What follows belongs to an exercise in optimizing a design on an open flow for small area, a short achievable clock period and few clock cycles per item; a production flow would make more cautious choices. Function was checked by simulation only, so behaviour that the tests miss may differ from the original. No driver is modelled on the clock port, so clock power and skew are understated where the tree is cut down; a real chip needs a root buffer or a tree.

xenon:
// at_response_line_parser_unit
module at_response_line_parser_unit (
	input  logic         clk,
	input  logic         arst_n,
	input  logic         in_valid,
	input  logic [7:0]   in_data,
	output logic         in_ready,
	output logic         out_valid,
	input  logic         out_ready,
	output logic [1:0]   out_kind,
	output logic [7:0]   out_byte,
	output logic         out_line_ok,
	output logic [15:0]  out_bad_line_count,
	output logic         out_last
);
For scale: roughly 480 cells after synthesis, about 42 I/O pins, about 4200 um2 of cells after synthesis.
==> module atrlp_core, before the edit <==
module atrlp_core (
	input  logic       clk,
	input  logic       arst_n,
	input  logic       in_valid,
	input  logic [7:0] in_data,
	output logic       in_ready,
	input  logic       ov,        
	input  logic       ordy,      
	output logic       emit,      
	output logic [1:0] r_kind,
	output logic [7:0] r_byte,
	output logic       r_ok,
	output logic       r_last,
	output logic       rej        
);
	logic        r0_v;
	logic [7:0]  r0_d;
	logic        fin;
	logic [9:0]  st_q, st_d;
	atrlp_inbuf u_inbuf (
		.clk      (clk),
		.arst_n   (arst_n),
		.in_valid (in_valid),
		.in_data  (in_data),
		.in_ready (in_ready),
		.ov       (ov),
		.ordy     (ordy),
		.fin      (fin),
		.r0_v     (r0_v),
		.r0_d     (r0_d)
	);
	atrlp_parse u_parse (
		.r0_v   (r0_v),
		.c      (r0_d),
		.st_q   (st_q),
		.st_d   (st_d),
		.fin    (fin),
		.emit   (emit),
		.r_kind (r_kind),
		.r_byte (r_byte),
		.r_ok   (r_ok),
		.rej    (rej)
	);
	assign r_last = fin;
	atrlp_streg #(.W(4)) u_state_ph (
		.clk    (clk),
		.arst_n (arst_n),
		.ov     (ov),
		.ordy   (ordy),
		.pre    (r0_v),
		.d      (st_d[9:6]),
		.q      (st_q[9:6])
	);
	atrlp_streg #(.W(6)) u_state_sub (
		.clk    (clk),
		.arst_n (arst_n),
		.ov     (ov),
		.ordy   (ordy),
		.pre    (r0_v),
		.d      (st_d[5:0]),
		.q      (st_q[5:0])
	);
endmodule
==> module atrlp_outq, before the edit <==
module atrlp_outq (
	input  logic        clk,
	input  logic        arst_n,
	input  logic        emit,      
	input  logic [1:0]  r_kind,
	input  logic [7:0]  r_byte,
	input  logic        r_ok,
	input  logic        r_last,
	input  logic        rej,       
	output logic        out_valid,
	input  logic        out_ready,
	output logic [1:0]  out_kind,
	output logic [7:0]  out_byte,
	output logic        out_line_ok,
	output logic [15:0] out_bad_line_count,
	output logic        out_last
);
	logic        valid_q;
	logic [1:0]  kind_q;
	logic        ok_q;
	logic [15:0] cnt_q, cnt_d;
	assign out_valid          = valid_q;
	assign out_kind           = kind_q;
	assign out_line_ok        = ok_q;
	assign out_bad_line_count = cnt_q;
	always_ff @(posedge clk or negedge arst_n) begin
		if (!arst_n)
			valid_q <= 1'b0;
		else if (!valid_q || out_ready)
			valid_q <= emit;
	end
	atrlp_oreg u_oreg (
		.clk    (clk),
		.ov     (valid_q),
		.ordy   (out_ready),
		.d      ({r_kind, r_ok, r_byte, r_last}),
		.q      ({kind_q, ok_q, out_byte, out_last})
	);
	logic [16:0] ones;    
	logic        rs;      
	logic        take;
	assign ones[0] = 1'b1;
	assign rs      = rej && !(&cnt_q);
	assign take    = !valid_q || out_ready;
	always_ff @(posedge clk or negedge arst_n) begin
		if (!arst_n)
			cnt_q <= '0;
		else
			cnt_q <= cnt_d;
	end
	for (genvar i = 0; i < 16; i++) begin : g_bit
		atrlp_cntbit u_bit (
			.take  (take),
			.rs    (rs),
			.ones  (ones[i]),
			.q     (cnt_q[i]),
			.d     (cnt_d[i]),
			.ones1 (ones[i + 1])
		);
	end
endmodule
==> module atrlp_oreg, before the edit <==
module atrlp_oreg (
	input  logic        clk,
	input  logic        ov,
	input  logic        ordy,
	input  logic [11:0] d,
	output logic [11:0] q
);
	always_ff @(posedge clk) begin
		if (!ov || ordy)
			q <= d;
	end
endmodule
==> flow/config.mk <==
export PLATFORM = sky130hd
export DESIGN_NAME = at_response_line_parser_unit
export DESIGN_NICKNAME = at_response_line_parser_unit
export VERILOG_FILES = /design/flow/design.v
export SDC_FILE = /design/flow/constraint.sdc
export NUM_CORES = 4
export LEC_CHECK = 0
export CAP_MARGIN = 20
export CORE_MARGIN = 2
export CORE_UTILIZATION = 40
export GPL_ROUTABILITY_DRIVEN = 1
export PLACE_DENSITY = 0.6
export SLEW_MARGIN = 20
export SYNTH_HIERARCHICAL = 1
export SYNTH_MINIMUM_KEEP_SIZE = 0
==> flow/constraint.sdc <==
create_clock -name core_clock -period 14.0 [get_ports {clk}]
set_input_delay 2.8000 -clock core_clock [delete_from_list [all_inputs] [get_ports {clk}]]
set_output_delay 2.8000 -clock core_clock [all_outputs]
set_load 0.01 [all_outputs]
standard.sh (not shown) runs the stock make flow with config.mk's settings and CLKGATE_MAP_FILE= SYNTH_SCRIPT=/design/flow/synth_recipe.tcl, a recipe that flattens the netlist after the stock synthesis.
==> flow/flow/run.sh <==
#!/bin/bash
# The standard layout with these changes:
#  - the ports get plain sky130_fd_sc_hd__buf_1 buffers;
#  - the clock tree is one level: the flip-flops are split into 4 groups by position and
#    each group gets a clkbuf_16 driven from the clock port (flow/clock_tree.tcl), in
#    place of ORFS's CTS step;
#  - timing repair after placement and after global routing only resizes gates, and aims
#    at 10.5 ns of setup slack at the design's 14 ns clock (ORFS's own repair aims at
#    0 ns, which every path meets with room to spare).
set -euo pipefail
work=$PWD
export BUFFER_PORTS_ARGS="-buffer_cell sky130_fd_sc_hd__buf_1"
bash standard.sh place > flow_place.log 2>&1
export SETUP_SLACK_MARGIN=10.5
export SETUP_MOVE_SEQUENCE=sizeup,swap
RESULTS_DIR=$work/orfs/results/sky130hd/at_response_line_parser_unit/base \
LIB_FILE=$FLOW_HOME/platforms/sky130hd/lib/sky130_fd_sc_hd__tt_025C_1v80.lib \
PLATFORM_DIR=$FLOW_HOME/platforms/sky130hd \
DONT_USE_CELLS="$(make -s -C $FLOW_HOME DESIGN_CONFIG=$work/config.mk WORK_HOME=$work/orfs print-DONT_USE_CELLS | sed 's/^DONT_USE_CELLS: //')" \
CLK_GROUPS=4 CLK_CELL=sky130_fd_sc_hd__clkbuf_16 \
  openroad -no_init -exit flow/clock_tree.tcl > flow_clock_tree.log 2>&1
bash standard.sh finish > flow_finish.log 2>&1
Other scripts of this flow, unchanged in this note and not shown: flow/flow/clock_tree.tcl
Testbench counts of xenon, summed over its fixed seeds: cycles 71,637, bytes 57,729.
[inputs] garnet vs xenon
==> flow/design.v, changed modules only <==
module atrlp_core (
	input  logic       clk,
	input  logic       arst_n,
	input  logic       in_valid,
	input  logic [7:0] in_data,
	output logic       in_ready,
	input  logic       ov,        
	input  logic       ordy,      
	output logic       emit,      
	output logic [1:0] r_kind,
	output logic [7:0] r_byte,
	output logic       r_ok,
	output logic       r_last,
	output logic       rej        
);
	logic        r0_v;
	logic [7:0]  r0_d;
	logic        fin;
	logic [9:0]  st_q, st_d;
	atrlp_inbuf u_inbuf (
		.clk      (clk),
		.arst_n   (arst_n),
		.in_valid (in_valid),
		.in_data  (in_data),
		.in_ready (in_ready),
		.ov       (ov),
		.ordy     (ordy),
		.fin      (fin),
		.r0_v     (r0_v),
		.r0_d     (r0_d)
	);
	atrlp_parse u_parse (
		.r0_v   (r0_v),
		.c      (r0_d),
		.st_q   (st_q),
		.st_d   (st_d),
		.fin    (fin),
		.emit   (emit),
		.r_kind (r_kind),
		.r_byte (r_byte),
		.r_ok   (r_ok),
		.rej    (rej)
	);
	assign r_last = fin;
	atrlp_streg #(.W(10)) u_state (
		.clk    (clk),
		.arst_n (arst_n),
		.ov     (ov),
		.ordy   (ordy),
		.pre    (r0_v),
		.d      (st_d),
		.q      (st_q)
	);
endmodule
module atrlp_outq (
	input  logic        clk,
	input  logic        arst_n,
	input  logic        emit,      
	input  logic [1:0]  r_kind,
	input  logic [7:0]  r_byte,
	input  logic        r_ok,
	input  logic        r_last,
	input  logic        rej,       
	output logic        out_valid,
	input  logic        out_ready,
	output logic [1:0]  out_kind,
	output logic [7:0]  out_byte,
	output logic        out_line_ok,
	output logic [15:0] out_bad_line_count,
	output logic        out_last
);
	logic        valid_q;
	logic [1:0]  kind_q;    
	logic [15:0] cnt_q, cnt_d;
	assign out_valid          = valid_q;
	assign out_kind           = {kind_q[1], kind_q[0] && !kind_q[1]};
	assign out_line_ok        = kind_q[1] && kind_q[0];
	assign out_bad_line_count = cnt_q;
	always_ff @(posedge clk or negedge arst_n) begin
		if (!arst_n)
			valid_q <= 1'b0;
		else if (!valid_q || out_ready)
			valid_q <= emit;
	end
	atrlp_oreg u_oreg (
		.clk    (clk),
		.ov     (valid_q),
		.ordy   (out_ready),
		.d      ({r_kind[1], r_kind[0] || r_ok, r_byte, r_last}),
		.q      ({kind_q, out_byte, out_last})
	);
	logic [16:0] ones;    
	logic        rs;      
	logic        take;
	assign ones[0] = 1'b1;
	assign rs      = rej && !(&cnt_q);
	assign take    = !valid_q || out_ready;
	always_ff @(posedge clk or negedge arst_n) begin
		if (!arst_n)
			cnt_q <= '0;
		else
			cnt_q <= cnt_d;
	end
	for (genvar i = 0; i < 16; i++) begin : g_bit
		atrlp_cntbit u_bit (
			.take  (take),
			.rs    (rs),
			.ones  (ones[i]),
			.q     (cnt_q[i]),
			.d     (cnt_d[i]),
			.ones1 (ones[i + 1])
		);
	end
endmodule
module atrlp_oreg (
	input  logic        clk,
	input  logic        ov,
	input  logic        ordy,
	input  logic [10:0] d,
	output logic [10:0] q
);
	always_ff @(posedge clk) begin
		if (!ov || ordy)
			q <= d;
	end
endmodule
Notes after the runs:
- The final layout from garnet, which completed every stage, passed the timing, DRC and antenna checks at the end of the flow.
- Diff xenon -> garnet: horizontal die dimension lower; maximum clock skew at final layout increased 0.016 ns; met3 layer wire length in the routed design picked up an extra about 3%.
- In garnet, the combined global-route utilization of all metal layers came out 1.1 points below the value in xenon.
- Compared with xenon, garnet supports a lower clock frequency.
Testbench counts of garnet, summed over its fixed seeds: cycles 71,637, bytes 57,729.
No run of this note takes its clock network from TritonCTS; it comes from the design's own scripts or RTL.

[separate check: timing with driven ports]
No port has a modelled driver above. Below, the same layouts with a new extraction and two added sets of constraints. Step 1 assumes that a clkbuf_16 drives the clock port and a buf_2 every other input. Step 2 adds t to the input delays and takes it off the output delays; t is the mean of the earliest and latest rising clock arrival at the registers after step 1. Input paths then give back, and output paths get back, about the clock's delay inside the block. Three values: ideal ports, drivers, drivers and shift; two values: the first two.
run	t, ns	setup slack, ns	slew at the worst register clock pin (ns)
xenon	0.213	10.432 / 10.352 / 10.294	0.08 / 0.08
garnet	0.212	10.304 / 10.329 / 10.130	0.08 / 0.08
After both steps every run listed still meets setup and hold. For garnet, which loses most, drivers alone change the setup slack by +0.025 ns; drivers and shift together by -0.174 ns.
